From an optimization exercise on the open Yosys and OpenROAD flow, aimed at small area, a short achievable clock period and few clock cycles per item; shortcuts taken in it are not production practice. Where RTL was checked, it was by simulation tests only, not by an equivalence proof against the original. Power is estimated from default activity; no workload was simulated.

==> run G <==
==> flow/design.v <==
package dcmps_pkg;
  typedef enum logic [2:0] {
    MODE_IDLE    = 3'd0,
    MODE_MOVING  = 3'd1,
    MODE_HOMING  = 3'd2,
    MODE_SETTLED = 3'd3,
    MODE_FAULT   = 3'd4
  } mode_t;
  typedef enum logic [1:0] {
    CMD_TICK    = 2'd0,
    CMD_MOVE    = 2'd1,
    CMD_HOME    = 2'd2,
    CMD_UNKNOWN = 2'd3
  } cmd_t;
  typedef enum logic [3:0] {
    REG_CAL         = 4'd0,
    REG_STOP_BAND   = 4'd1,
    REG_REARM_BAND  = 4'd2,
    REG_STALL_WIN   = 4'd3,
    REG_HOME_GRACE  = 4'd4,
    REG_HOME_SETTLE = 4'd5,
    REG_ENC_WIDE    = 4'd6,
    REG_POLARITY    = 4'd7
  } cfg_reg_t;
  localparam int unsigned CFG_IDX_W = 4;
  localparam int unsigned IN_DATA_W = 104;
  localparam int unsigned OUT_DATA_W = 40;
  localparam int unsigned TGT_W = 18;
  localparam logic [31:0] RUN_TIMEOUT_MS     = 32'd200000;
  localparam logic [31:0] PROGRESS_MIN_COUNT = 32'd10;
  localparam logic [31:0] HOME_MOTION_MAX    = 32'd3;
  localparam logic signed [31:0] NARROW_LIMIT = 32'sd30000;
  localparam logic [31:0] NARROW_SPAN = 32'd65536;
  localparam logic [15:0] CAL_RESET         = 16'd20462;
  localparam logic [15:0] STOP_BAND_RESET   = 16'd20;
  localparam logic [15:0] REARM_BAND_RESET  = 16'd60;
  localparam logic [15:0] STALL_WIN_RESET   = 16'd1500;
  localparam logic [15:0] HOME_GRACE_RESET  = 16'd3000;
  localparam logic [15:0] HOME_SETTLE_RESET = 16'd1200;
  localparam logic [3:0]  ENC_WIDE_RESET    = 4'd9;
  localparam logic [1:0]  POLARITY_RESET    = 2'd3;
endpackage
module dc_motor_position_supervisor_core #(
  parameter int MOTORS = 4,
  parameter int MAX_MM = 600
) (
  input  logic                                clk,
  input  logic                                rst_n,
  input  logic [dcmps_pkg::IN_DATA_W-1:0]     in_tdata,
  input  logic [1:0]                          in_tuser,
  input  logic                                in_tvalid,
  output logic                                in_tready,
  output logic [dcmps_pkg::OUT_DATA_W-1:0]    out_tdata,
  output logic                                out_tvalid,
  input  logic                                out_tready,
  input  logic                                cfg_valid,
  output logic                                cfg_ready,
  input  logic [dcmps_pkg::CFG_IDX_W-1:0]     cfg_index,
  input  logic [15:0]                         cfg_data
);
  function automatic logic [63:0] csa(input logic [31:0] a, input logic [31:0] b,
                                      input logic [31:0] c);
    csa = {((a & b) | (a & c) | (b & c)) << 1, a ^ b ^ c};
  endfunction
  logic [15:0] cal_r, stop_band_r, rearm_band_r, stall_win_r, home_grace_r, home_settle_r;
  logic [3:0]  enc_wide_r;
  logic [1:0]  polarity_r;
  assign cfg_ready = 1'b1;
  always_ff @(posedge clk) begin
    if (!rst_n) begin
      cal_r         <= dcmps_pkg::CAL_RESET;
      stop_band_r   <= dcmps_pkg::STOP_BAND_RESET;
      rearm_band_r  <= dcmps_pkg::REARM_BAND_RESET;
      stall_win_r   <= dcmps_pkg::STALL_WIN_RESET;
      home_grace_r  <= dcmps_pkg::HOME_GRACE_RESET;
      home_settle_r <= dcmps_pkg::HOME_SETTLE_RESET;
      enc_wide_r    <= dcmps_pkg::ENC_WIDE_RESET;
      polarity_r    <= dcmps_pkg::POLARITY_RESET;
    end else if (cfg_valid) begin
      case (cfg_index)
        dcmps_pkg::REG_CAL:         cal_r         <= cfg_data;
        dcmps_pkg::REG_STOP_BAND:   stop_band_r   <= cfg_data;
        dcmps_pkg::REG_REARM_BAND:  rearm_band_r  <= cfg_data;
        dcmps_pkg::REG_STALL_WIN:   stall_win_r   <= cfg_data;
        dcmps_pkg::REG_HOME_GRACE:  home_grace_r  <= cfg_data;
        dcmps_pkg::REG_HOME_SETTLE: home_settle_r <= cfg_data;
        dcmps_pkg::REG_ENC_WIDE:    enc_wide_r    <= cfg_data[3:0];
        dcmps_pkg::REG_POLARITY:    polarity_r    <= cfg_data[1:0];
        default: ;
      endcase
    end
  end
  logic        i_valid;
  logic [1:0]  i_cmd, i_mot;
  logic [31:0] i_now, i_y;
  logic        advance;
  logic [1:0]  q_cnt;
  logic        in_wide;
  logic [9:0]  in_mmc;
  logic [15:0] in_mm;
  assign in_wide = enc_wide_r[in_tdata[1:0]];
  assign in_mm   = in_tdata[17:2];
  always_comb begin
    if (in_mm[15])              in_mmc = 10'd0;
    else if (in_mm > 16'(MAX_MM)) in_mmc = 10'(MAX_MM);
    else                        in_mmc = in_mm[9:0];
  end
  assign advance   = i_valid && !q_cnt[1];
  assign in_tready = !i_valid || advance;
  always_ff @(posedge clk) begin
    if (!rst_n) begin
      i_valid <= 1'b0;
    end else if (in_tready) begin
      i_valid <= in_tvalid;
    end
  end
  always_ff @(posedge clk) begin
    if (in_tready && in_tvalid) begin
      i_cmd <= in_tuser;
      i_mot <= in_tdata[1:0];
      i_now <= in_tdata[65:34];
      if (in_tuser == dcmps_pkg::CMD_TICK)
        i_y <= in_wide ? in_tdata[97:66] : {{16{in_tdata[81]}}, in_tdata[81:66]};
      else
        i_y <= {6'd0, in_tdata[33:18], in_mmc};
    end
  end
  logic [MOTORS-1:0] rec_ok;
  logic [31:0] pos_r   [MOTORS];
  logic [31:0] last_r  [MOTORS];
  logic [17:0] tgt_r   [MOTORS];
  logic [2:0]  mode_r  [MOTORS];
  logic [31:0] start_r [MOTORS];
  logic [31:0] refc_r  [MOTORS];
  logic [31:0] reft_r  [MOTORS];
  logic [31:0] pos, last, start, refc, reft;
  logic [17:0] tgt;
  logic [2:0]  mode;
  always_comb begin
    pos = '0; last = '0; tgt = '0; mode = '0; start = '0; refc = '0; reft = '0;
    for (int i = 0; i < MOTORS; i++) begin
      if (i_mot == 2'(i) && rec_ok[i]) begin
        pos   = pos   | pos_r[i];
        last  = last  | last_r[i];
        tgt   = tgt   | tgt_r[i];
        mode  = mode  | mode_r[i];
        start = start | start_r[i];
        refc  = refc  | refc_r[i];
        reft  = reft  | reft_r[i];
      end
    end
  end
  logic        tick, wide;
  logic [31:0] enc, now, dif;
  logic        fold_dn, fold_up;
  assign tick = (i_cmd == dcmps_pkg::CMD_TICK);
  assign wide = enc_wide_r[i_mot];
  assign enc  = i_y;
  assign now  = i_now;
  assign dif     = enc - last;
  assign fold_dn = !wide && !dif[31] && (dif > 32'd30000);
  assign fold_up = !wide && dif[31] && (dif < 32'hFFFF_8AD0);   
  function automatic logic [31:0] fold(input logic [31:0] x0, input logic dn, input logic up);
    logic [15:0] hi;
    hi = x0[31:16];
    if (dn)      fold = {hi - 16'd1, x0[15:0]};
    else if (up) fold = {hi + 16'd1, x0[15:0]};
    else         fold = x0;
  endfunction
  logic [63:0] pe_cs, er_cs1, er_cs2, pg_cs1, pg_cs2;
  logic [31:0] pos_ext0, err0, prog0;
  logic [31:0] pos_ext, err, prog, dif_fix;
  assign pe_cs    = csa(pos, enc, ~last);
  assign pos_ext0 = pe_cs[31:0] + pe_cs[63:32] + 32'd1;
  assign er_cs1   = csa({14'd0, tgt}, ~pos, ~enc);
  assign er_cs2   = csa(er_cs1[31:0], er_cs1[63:32], last);
  assign err0     = er_cs2[31:0] + er_cs2[63:32] + 32'd2;
  assign pg_cs1   = csa(pos, enc, ~last);
  assign pg_cs2   = csa(pg_cs1[31:0], pg_cs1[63:32], ~refc);
  assign prog0    = pg_cs2[31:0] + pg_cs2[63:32] + 32'd2;
  assign pos_ext = fold(pos_ext0, fold_dn, fold_up);
  assign err     = fold(err0, fold_up, fold_dn);
  assign prog    = fold(prog0, fold_dn, fold_up);
  assign dif_fix = fold(dif, fold_dn, fold_up);
  logic [31:0] last_ext;
  assign last_ext = (dif_fix != 32'd0) ? enc : last;
  function automatic logic in_band(input logic [31:0] x, input logic [15:0] b);
    logic hi0, hi1;
    hi0 = (x[31:16] == 16'h0000);
    hi1 = (x[31:16] == 16'hFFFF);
    in_band = (hi0 && x[15:0] <= b) || (hi1 && {1'b0, x[15:0]} >= 17'h10000 - {1'b0, b});
  endfunction
  logic mv_settle, rearm, mv_prog, home_moved, fwd_move;
  assign mv_settle  = in_band(err, stop_band_r);
  assign rearm      = !in_band(err, rearm_band_r);
  assign mv_prog    = !in_band(prog, 16'd9);
  assign home_moved = !in_band(prog, 16'd3);
  assign fwd_move   = polarity_r[0] ? err[31] : (!err[31] && err != 32'd0);
  logic [31:0] since, el_t, sched;
  logic        busy, pending, run_tmo, in_grace, stall_exc, settle_exc, stalled, home_done;
  assign since      = now - start;
  assign el_t       = now - reft;
  assign sched      = now + {16'd0, i_y[25:10]};
  assign busy       = (mode == dcmps_pkg::MODE_MOVING) || (mode == dcmps_pkg::MODE_HOMING);
  assign pending    = busy && since[31];
  assign run_tmo    = since > dcmps_pkg::RUN_TIMEOUT_MS;
  assign in_grace   = since <= {16'd0, home_grace_r};
  assign stall_exc  = el_t > {16'd0, stall_win_r};
  assign settle_exc = el_t > {16'd0, home_settle_r};
  assign stalled    = !mv_prog && stall_exc;
  assign home_done  = !in_grace && !home_moved && settle_exc;
  logic [25:0] mm_prod;
  logic [17:0] tgt_move;
  assign mm_prod  = 26'(i_y[9:0]) * 26'(cal_r);
  assign tgt_move = mm_prod[25:8];
  logic [31:0] pos_nxt, last_nxt, start_nxt, refc_nxt, reft_nxt;
  logic [17:0] tgt_nxt;
  logic [2:0]  mode_nxt;
  logic        drive_fwd, drive_rev;
  always_comb begin
    pos_nxt   = pos;
    last_nxt  = last;
    tgt_nxt   = tgt;
    mode_nxt  = mode;
    start_nxt = start;
    refc_nxt  = refc;
    reft_nxt  = reft;
    drive_fwd = 1'b0;
    drive_rev = 1'b0;
    case (i_cmd)
      dcmps_pkg::CMD_MOVE: begin
        tgt_nxt   = tgt_move;
        start_nxt = sched;
        mode_nxt  = dcmps_pkg::MODE_MOVING;
        refc_nxt  = pos;
        reft_nxt  = sched;
      end
      dcmps_pkg::CMD_HOME: begin
        start_nxt = sched;
        mode_nxt  = dcmps_pkg::MODE_HOMING;
        refc_nxt  = pos;
        reft_nxt  = sched;
      end
      dcmps_pkg::CMD_TICK: begin
        pos_nxt  = pos_ext;
        last_nxt = last_ext;
        if (!pending) begin
          case (mode)
            dcmps_pkg::MODE_MOVING: begin
              if (mv_settle) begin
                mode_nxt = dcmps_pkg::MODE_SETTLED;
              end else if (run_tmo) begin
                mode_nxt = dcmps_pkg::MODE_FAULT;
              end else if (mv_prog) begin
                refc_nxt = pos_ext;
                reft_nxt = now;
              end else if (stall_exc) begin
                mode_nxt = dcmps_pkg::MODE_FAULT;
              end
              if (!mv_settle && !run_tmo && !stalled) begin
                drive_fwd = fwd_move;
                drive_rev = !fwd_move;
              end
            end
            dcmps_pkg::MODE_HOMING: begin
              if (home_moved || in_grace) reft_nxt = now;
              if (home_moved) refc_nxt = pos_ext;
              if (home_done) begin
                pos_nxt  = '0;
                last_nxt = enc;
                tgt_nxt  = '0;
                mode_nxt = dcmps_pkg::MODE_SETTLED;
              end else if (run_tmo) begin
                mode_nxt = dcmps_pkg::MODE_FAULT;
              end
              if (!home_done && !run_tmo) begin
                drive_fwd = polarity_r[1];
                drive_rev = !polarity_r[1];
              end
            end
            dcmps_pkg::MODE_SETTLED: begin
              if (rearm) begin
                mode_nxt  = dcmps_pkg::MODE_MOVING;
                start_nxt = now;
                refc_nxt  = pos_ext;
                reft_nxt  = now;
              end
            end
            default: ;
          endcase
        end
      end
      default: ;
    endcase
  end
  always_ff @(posedge clk) begin
    if (!rst_n) begin
      rec_ok <= '0;
    end else if (advance) begin
      rec_ok[i_mot] <= 1'b1;
    end
  end
  always_ff @(posedge clk) begin
    for (int i = 0; i < MOTORS; i++) begin
      if (advance && i_mot == 2'(i)) begin
        pos_r[i]   <= pos_nxt;
        last_r[i]  <= last_nxt;
        tgt_r[i]   <= tgt_nxt;
        mode_r[i]  <= mode_nxt;
        start_r[i] <= start_nxt;
        refc_r[i]  <= refc_nxt;
        reft_r[i]  <= reft_nxt;
      end
    end
  end
  logic [38:0] res, q0, q1;
  logic        pop;
  assign res = {pos_nxt, drive_rev, drive_fwd, mode_nxt, i_mot};
  assign pop = q_cnt != 2'd0 && out_tready;
  always_ff @(posedge clk) begin
    if (!rst_n) begin
      q_cnt <= 2'd0;
    end else begin
      q_cnt <= q_cnt + {1'b0, advance} - {1'b0, pop};
    end
  end
  always_ff @(posedge clk) begin
    if (advance && (q_cnt == 2'd0 || pop)) q0 <= res;
    else if (q_cnt[1] && pop)              q0 <= q1;
    if (advance && q_cnt == 2'd1 && !pop)  q1 <= res;
  end
  assign out_tvalid = q_cnt != 2'd0;
  assign out_tdata  = {1'b0, q0};
endmodule
==> flow/run.sh <==
#!/bin/bash
# synth_recipe.tcl (not shown) runs the flow's synth.tcl, then flattens the netlist and writes it again
# the make line also repeats each setting of config.mk as NAME=value (left out here)
make -C /OpenROAD-flow-scripts/flow DESIGN_CONFIG=/design/flow/config.mk WORK_HOME=/design/flow/orfs CLKGATE_MAP_FILE= SYNTH_SCRIPT=/design/flow/synth_recipe.tcl finish
==> flow/config.mk <==
export PLATFORM = sky130hd
export DESIGN_NAME = dc_motor_position_supervisor_core
export DESIGN_NICKNAME = dc_motor_position_supervisor_core
export VERILOG_FILES = /design/flow/design.v
export SDC_FILE = /design/flow/constraint.sdc
export NUM_CORES = 4
export LEC_CHECK = 0
export ABC_CLOCK_PERIOD_IN_PS = 6000
export CAP_MARGIN = 20
export CORE_MARGIN = 2
export CORE_UTILIZATION = 40
export SLEW_MARGIN = 20
==> flow/constraint.sdc <==
create_clock -name core_clock -period 22.0 [get_ports {clk}]
set_input_delay 4.4000 -clock core_clock [delete_from_list [all_inputs] [get_ports {clk}]]
set_output_delay 4.4000 -clock core_clock [all_outputs]
set_load 0.01 [all_outputs]
==> run E: changes against run G <==
==> flow/design.v, changed modules only <==
module dc_motor_position_supervisor_core #(
  parameter int MOTORS = 4,
  parameter int MAX_MM = 600
) (
  input  logic                                clk,
  input  logic                                rst_n,
  input  logic [dcmps_pkg::IN_DATA_W-1:0]     in_tdata,
  input  logic [1:0]                          in_tuser,
  input  logic                                in_tvalid,
  output logic                                in_tready,
  output logic [dcmps_pkg::OUT_DATA_W-1:0]    out_tdata,
  output logic                                out_tvalid,
  input  logic                                out_tready,
  input  logic                                cfg_valid,
  output logic                                cfg_ready,
  input  logic [dcmps_pkg::CFG_IDX_W-1:0]     cfg_index,
  input  logic [15:0]                         cfg_data
);
  function automatic logic [63:0] csa(input logic [31:0] a, input logic [31:0] b,
                                      input logic [31:0] c);
    csa = {((a & b) | (a & c) | (b & c)) << 1, a ^ b ^ c};
  endfunction
  logic [15:0] cal_r, stop_band_r, rearm_band_r, stall_win_r, home_grace_r, home_settle_r;
  logic [3:0]  enc_wide_r;
  logic [1:0]  polarity_r;
  assign cfg_ready = 1'b1;
  always_ff @(posedge clk) begin
    if (!rst_n) begin
      cal_r         <= dcmps_pkg::CAL_RESET;
      stop_band_r   <= dcmps_pkg::STOP_BAND_RESET;
      rearm_band_r  <= dcmps_pkg::REARM_BAND_RESET;
      stall_win_r   <= dcmps_pkg::STALL_WIN_RESET;
      home_grace_r  <= dcmps_pkg::HOME_GRACE_RESET;
      home_settle_r <= dcmps_pkg::HOME_SETTLE_RESET;
      enc_wide_r    <= dcmps_pkg::ENC_WIDE_RESET;
      polarity_r    <= dcmps_pkg::POLARITY_RESET;
    end else if (cfg_valid) begin
      case (cfg_index)
        dcmps_pkg::REG_CAL:         cal_r         <= cfg_data;
        dcmps_pkg::REG_STOP_BAND:   stop_band_r   <= cfg_data;
        dcmps_pkg::REG_REARM_BAND:  rearm_band_r  <= cfg_data;
        dcmps_pkg::REG_STALL_WIN:   stall_win_r   <= cfg_data;
        dcmps_pkg::REG_HOME_GRACE:  home_grace_r  <= cfg_data;
        dcmps_pkg::REG_HOME_SETTLE: home_settle_r <= cfg_data;
        dcmps_pkg::REG_ENC_WIDE:    enc_wide_r    <= cfg_data[3:0];
        dcmps_pkg::REG_POLARITY:    polarity_r    <= cfg_data[1:0];
        default: ;
      endcase
    end
  end
  logic        i_valid;
  logic [1:0]  i_cmd, i_mot;
  logic [MOTORS-1:0] i_sel;
  logic [31:0] i_now, i_y;
  logic        advance;
  logic [1:0]  q_cnt;
  logic [MOTORS-1:0] rec_ok, rec_ok_nxt;
  logic        in_wide;
  logic [9:0]  in_mmc;
  logic [15:0] in_mm;
  assign in_wide = enc_wide_r[in_tdata[1:0]];
  assign in_mm   = in_tdata[17:2];
  always_comb begin
    if (in_mm[15])                in_mmc = 10'd0;
    else if (in_mm > 16'(MAX_MM)) in_mmc = 10'(MAX_MM);
    else                          in_mmc = in_mm[9:0];
  end
  assign advance   = i_valid && !q_cnt[1];
  assign in_tready = !i_valid || advance;
  always_comb begin
    rec_ok_nxt = rec_ok;
    if (advance) rec_ok_nxt[i_mot] = 1'b1;
  end
  always_ff @(posedge clk) begin
    if (!rst_n) begin
      i_valid <= 1'b0;
      rec_ok  <= '0;
    end else begin
      if (in_tready) i_valid <= in_tvalid;
      rec_ok <= rec_ok_nxt;
    end
  end
  always_ff @(posedge clk) begin
    if (in_tready && in_tvalid) begin
      i_cmd <= in_tuser;
      i_mot <= in_tdata[1:0];
      for (int i = 0; i < MOTORS; i++) i_sel[i] <= (in_tdata[1:0] == 2'(i)) && rec_ok_nxt[i];
      i_now <= in_tdata[65:34];
      if (in_tuser == dcmps_pkg::CMD_TICK)
        i_y <= in_wide ? in_tdata[97:66] : {{16{in_tdata[81]}}, in_tdata[81:66]};
      else
        i_y <= {6'd0, in_tdata[33:18], in_mmc};
    end
  end
  logic [31:0] pos_r   [MOTORS];
  logic [31:0] last_r  [MOTORS];
  logic [17:0] tgt_r   [MOTORS];
  logic [2:0]  mode_r  [MOTORS];
  logic [31:0] start_r [MOTORS];
  logic [31:0] refc_r  [MOTORS];
  logic [31:0] reft_r  [MOTORS];
  logic [31:0] pos, last, start, refc, reft;
  logic [17:0] tgt;
  logic [2:0]  mode;
  always_comb begin
    pos = '0; last = '0; tgt = '0; mode = '0; start = '0; refc = '0; reft = '0;
    for (int i = 0; i < MOTORS; i++) begin
      pos   = pos   | (pos_r[i]   & {32{i_sel[i]}});
      last  = last  | (last_r[i]  & {32{i_sel[i]}});
      tgt   = tgt   | (tgt_r[i]   & {18{i_sel[i]}});
      mode  = mode  | (mode_r[i]  & {3{i_sel[i]}});
      start = start | (start_r[i] & {32{i_sel[i]}});
      refc  = refc  | (refc_r[i]  & {32{i_sel[i]}});
      reft  = reft  | (reft_r[i]  & {32{i_sel[i]}});
    end
  end
  logic        tick, wide;
  logic [31:0] enc, now;
  assign tick = (i_cmd == dcmps_pkg::CMD_TICK);
  assign wide = enc_wide_r[i_mot];
  assign enc  = i_y;
  assign now  = i_now;
  logic [31:0] dif, dif_fix, pos_ext, last_ext;
  logic        fold_dn, fold_up, dif_zero;
  assign dif      = enc - last;
  assign fold_dn  = !wide && !dif[31] && (dif[30:15] != 16'd0 || dif[14:0] > 15'd30000);
  assign fold_up  = !wide && dif[31] && (dif[30:15] != 16'hFFFF || dif[14:0] < 15'h0AD0);
  assign dif_fix  = {dif[31:16] + (fold_dn ? 16'hFFFF : {15'd0, fold_up}), dif[15:0]};
  assign dif_zero = (dif[15:0] == 16'd0) &&
                    (dif[31:16] == 16'd0 || (!wide && (dif[31:16] == 16'd1 || dif[31:16] == 16'hFFFF)));
  assign pos_ext  = pos + dif_fix;
  assign last_ext = dif_zero ? last : enc;
  logic [63:0] er_cs1, er_cs2, pg_cs1, pg_cs2;
  logic [31:0] err0, prog0;
  assign er_cs1 = csa({14'd0, tgt}, ~pos, ~enc);
  assign er_cs2 = csa(er_cs1[31:0], er_cs1[63:32], last);
  assign err0   = er_cs2[31:0] + er_cs2[63:32] + 32'd2;    
  assign pg_cs1 = csa(pos, enc, ~last);
  assign pg_cs2 = csa(pg_cs1[31:0], pg_cs1[63:32], ~refc);
  assign prog0  = pg_cs2[31:0] + pg_cs2[63:32] + 32'd2;   
  logic [15:0] eh, ph;
  logic        e_hz, e_ho, p_hz, p_ho, err_neg, err_zero;
  assign eh = err0[31:16];
  assign ph = prog0[31:16];
  always_comb begin
    if (fold_dn) begin         
      e_hz = (eh == 16'hFFFF); e_ho = (eh == 16'hFFFE);
      p_hz = (ph == 16'h0001); p_ho = (ph == 16'h0000);
      err_neg = eh[15] ^ (eh[14:0] == 15'h7FFF);
    end else if (fold_up) begin   
      e_hz = (eh == 16'h0001); e_ho = (eh == 16'h0000);
      p_hz = (ph == 16'hFFFF); p_ho = (ph == 16'hFFFE);
      err_neg = eh[15] ^ (eh[14:0] == 15'h0000);
    end else begin
      e_hz = (eh == 16'h0000); e_ho = (eh == 16'hFFFF);
      p_hz = (ph == 16'h0000); p_ho = (ph == 16'hFFFF);
      err_neg = eh[15];
    end
  end
  assign err_zero = e_hz && (err0[15:0] == 16'd0);
  function automatic logic in_band(input logic hz, input logic ho, input logic [15:0] lo,
                                   input logic [15:0] b);
    logic [16:0] s;
    s = {1'b0, lo} + {1'b0, b};
    in_band = (hz && lo <= b) || (ho && s[16]);
  endfunction
  logic mv_settle, rearm, mv_prog, home_moved, fwd_move;
  assign mv_settle  = in_band(e_hz, e_ho, err0[15:0], stop_band_r);
  assign rearm      = !in_band(e_hz, e_ho, err0[15:0], rearm_band_r);
  assign mv_prog    = !in_band(p_hz, p_ho, prog0[15:0], 16'd9);
  assign home_moved = !in_band(p_hz, p_ho, prog0[15:0], 16'd3);
  assign fwd_move   = polarity_r[0] ? err_neg : (!err_neg && !err_zero);
  logic [31:0] since, el_t, sched;
  logic        busy, pending, run_tmo, in_grace, stall_exc, settle_exc, stalled, home_done;
  assign since      = now - start;
  assign el_t       = now - reft;
  assign sched      = now + {16'd0, i_y[25:10]};
  assign busy       = (mode == dcmps_pkg::MODE_MOVING) || (mode == dcmps_pkg::MODE_HOMING);
  assign pending    = busy && since[31];
  assign run_tmo    = since > dcmps_pkg::RUN_TIMEOUT_MS;
  assign in_grace   = (since[31:16] == 16'd0) && (since[15:0] <= home_grace_r);
  assign stall_exc  = (el_t[31:16] != 16'd0) || (el_t[15:0] > stall_win_r);
  assign settle_exc = (el_t[31:16] != 16'd0) || (el_t[15:0] > home_settle_r);
  assign stalled    = !mv_prog && stall_exc;
  assign home_done  = !in_grace && !home_moved && settle_exc;
  logic [25:0] mm_prod;
  logic [17:0] tgt_move;
  assign mm_prod  = 26'(i_y[9:0]) * 26'(cal_r);
  assign tgt_move = mm_prod[25:8];
  logic [31:0] pos_nxt, last_nxt, start_nxt, refc_nxt, reft_nxt;
  logic [17:0] tgt_nxt;
  logic [2:0]  mode_nxt;
  logic        drive_fwd, drive_rev;
  always_comb begin
    pos_nxt   = pos;
    last_nxt  = last;
    tgt_nxt   = tgt;
    mode_nxt  = mode;
    start_nxt = start;
    refc_nxt  = refc;
    reft_nxt  = reft;
    drive_fwd = 1'b0;
    drive_rev = 1'b0;
    case (i_cmd)
      dcmps_pkg::CMD_MOVE: begin
        tgt_nxt   = tgt_move;
        start_nxt = sched;
        mode_nxt  = dcmps_pkg::MODE_MOVING;
        refc_nxt  = pos;
        reft_nxt  = sched;
      end
      dcmps_pkg::CMD_HOME: begin
        start_nxt = sched;
        mode_nxt  = dcmps_pkg::MODE_HOMING;
        refc_nxt  = pos;
        reft_nxt  = sched;
      end
      dcmps_pkg::CMD_TICK: begin
        pos_nxt  = pos_ext;
        last_nxt = last_ext;
        if (!pending) begin
          case (mode)
            dcmps_pkg::MODE_MOVING: begin
              if (mv_settle) begin
                mode_nxt = dcmps_pkg::MODE_SETTLED;
              end else if (run_tmo) begin
                mode_nxt = dcmps_pkg::MODE_FAULT;
              end else if (mv_prog) begin
                refc_nxt = pos_ext;
                reft_nxt = now;
              end else if (stall_exc) begin
                mode_nxt = dcmps_pkg::MODE_FAULT;
              end
              if (!mv_settle && !run_tmo && !stalled) begin
                drive_fwd = fwd_move;
                drive_rev = !fwd_move;
              end
            end
            dcmps_pkg::MODE_HOMING: begin
              if (home_moved || in_grace) reft_nxt = now;
              if (home_moved) refc_nxt = pos_ext;
              if (home_done) begin
                pos_nxt  = '0;
                last_nxt = enc;
                tgt_nxt  = '0;
                mode_nxt = dcmps_pkg::MODE_SETTLED;
              end else if (run_tmo) begin
                mode_nxt = dcmps_pkg::MODE_FAULT;
              end
              if (!home_done && !run_tmo) begin
                drive_fwd = polarity_r[1];
                drive_rev = !polarity_r[1];
              end
            end
            dcmps_pkg::MODE_SETTLED: begin
              if (rearm) begin
                mode_nxt  = dcmps_pkg::MODE_MOVING;
                start_nxt = now;
                refc_nxt  = pos_ext;
                reft_nxt  = now;
              end
            end
            default: ;
          endcase
        end
      end
      default: ;
    endcase
  end
  always_ff @(posedge clk) begin
    for (int i = 0; i < MOTORS; i++) begin
      if (advance && i_mot == 2'(i)) begin
        pos_r[i]   <= pos_nxt;
        last_r[i]  <= last_nxt;
        tgt_r[i]   <= tgt_nxt;
        mode_r[i]  <= mode_nxt;
        start_r[i] <= start_nxt;
        refc_r[i]  <= refc_nxt;
        reft_r[i]  <= reft_nxt;
      end
    end
  end
  logic [38:0] res, q0, q1;
  logic        pop;
  assign res = {pos_nxt, drive_rev, drive_fwd, mode_nxt, i_mot};
  assign pop = q_cnt != 2'd0 && out_tready;
  always_ff @(posedge clk) begin
    if (!rst_n) begin
      q_cnt <= 2'd0;
    end else begin
      q_cnt <= q_cnt + {1'b0, advance} - {1'b0, pop};
    end
  end
  always_ff @(posedge clk) begin
    if (advance && (q_cnt == 2'd0 || pop)) q0 <= res;
    else if (q_cnt[1] && pop)              q0 <= q1;
    if (advance && q_cnt == 2'd1 && !pop)  q1 <= res;
  end
  assign out_tvalid = q_cnt != 2'd0;
  assign out_tdata  = {1'b0, q0};
endmodule
--- a/flow/config.mk
+++ b/flow/config.mk
@@ -7,3 +7,2 @@
 export LEC_CHECK = 0
-export ABC_CLOCK_PERIOD_IN_PS = 6000
 export CAP_MARGIN = 20
==> run H: changes against run G <==
--- a/flow/config.mk
+++ b/flow/config.mk
@@ -7,3 +7,2 @@
 export LEC_CHECK = 0
-export ABC_CLOCK_PERIOD_IN_PS = 6000
 export CAP_MARGIN = 20
==> comparison <==
Of run H and run E, run H has the higher final cell count (gap 4.9%, measured against run E).
Non-clock buffer count is the same in run H and run G.
Of run E and run G, run E has the higher sequential power (gap about 2%, measured against run G).
Run E finished clean. Run G passed the timing, design-rule and antenna checks. Run H ran to the end with no violations.
Of run G and run E, run E has the higher total power (gap about 15%, measured against run E).
In run E the sequential cell count is higher than in run G, by 4.
In sequential share of layout area, run H and run G do not differ.
In core utilization, run G and run E hardly differ.
Clock power: run H is larger than run E (about 3%).
In critical path depth, run G and run H do not differ.
Testbench counts of run E, summed over its fixed seeds: cycles 80,016, items 80,000.
No functional check of the RTL was part of run G and run H.

afterwards: timing with drivers on the ports:
The results above use ideal ports. As a check the final layouts listed here were re-extracted and re-timed, cells and wires unchanged.
Step 1 sets driving cells, clkbuf_16 on the clock port and buf_2 on the other inputs (assumed; they add their load-dependent delay and slew).
Step 2 times the ports against the registers' clock, not the clock port: input delays grow and output delays shrink by t, the midpoint of the rising clock arrivals with the driver on.
Slacks: no drivers / after step 1 / after step 2; pairs: no drivers / after step 1.
| run | t (ns) | slack for setup (ns) | worst setup path at the end | slew at the worst register clock pin (ns) | pins driven straight from the clock port |
|---|---|---|---|---|---|
| run G | 0.816 | 9.389 / 9.389 / 9.389 | register to register | 0.07 / 0.07 | 1 |
| run E | 0.791 | 11.077 / 11.077 / 11.077 | register to register | 0.07 / 0.07 | 1 |
| run H | 0.816 | 9.389 / 9.389 / 9.389 | register to register | 0.07 / 0.07 | 1 |
After both steps setup and hold are still met in every run listed.
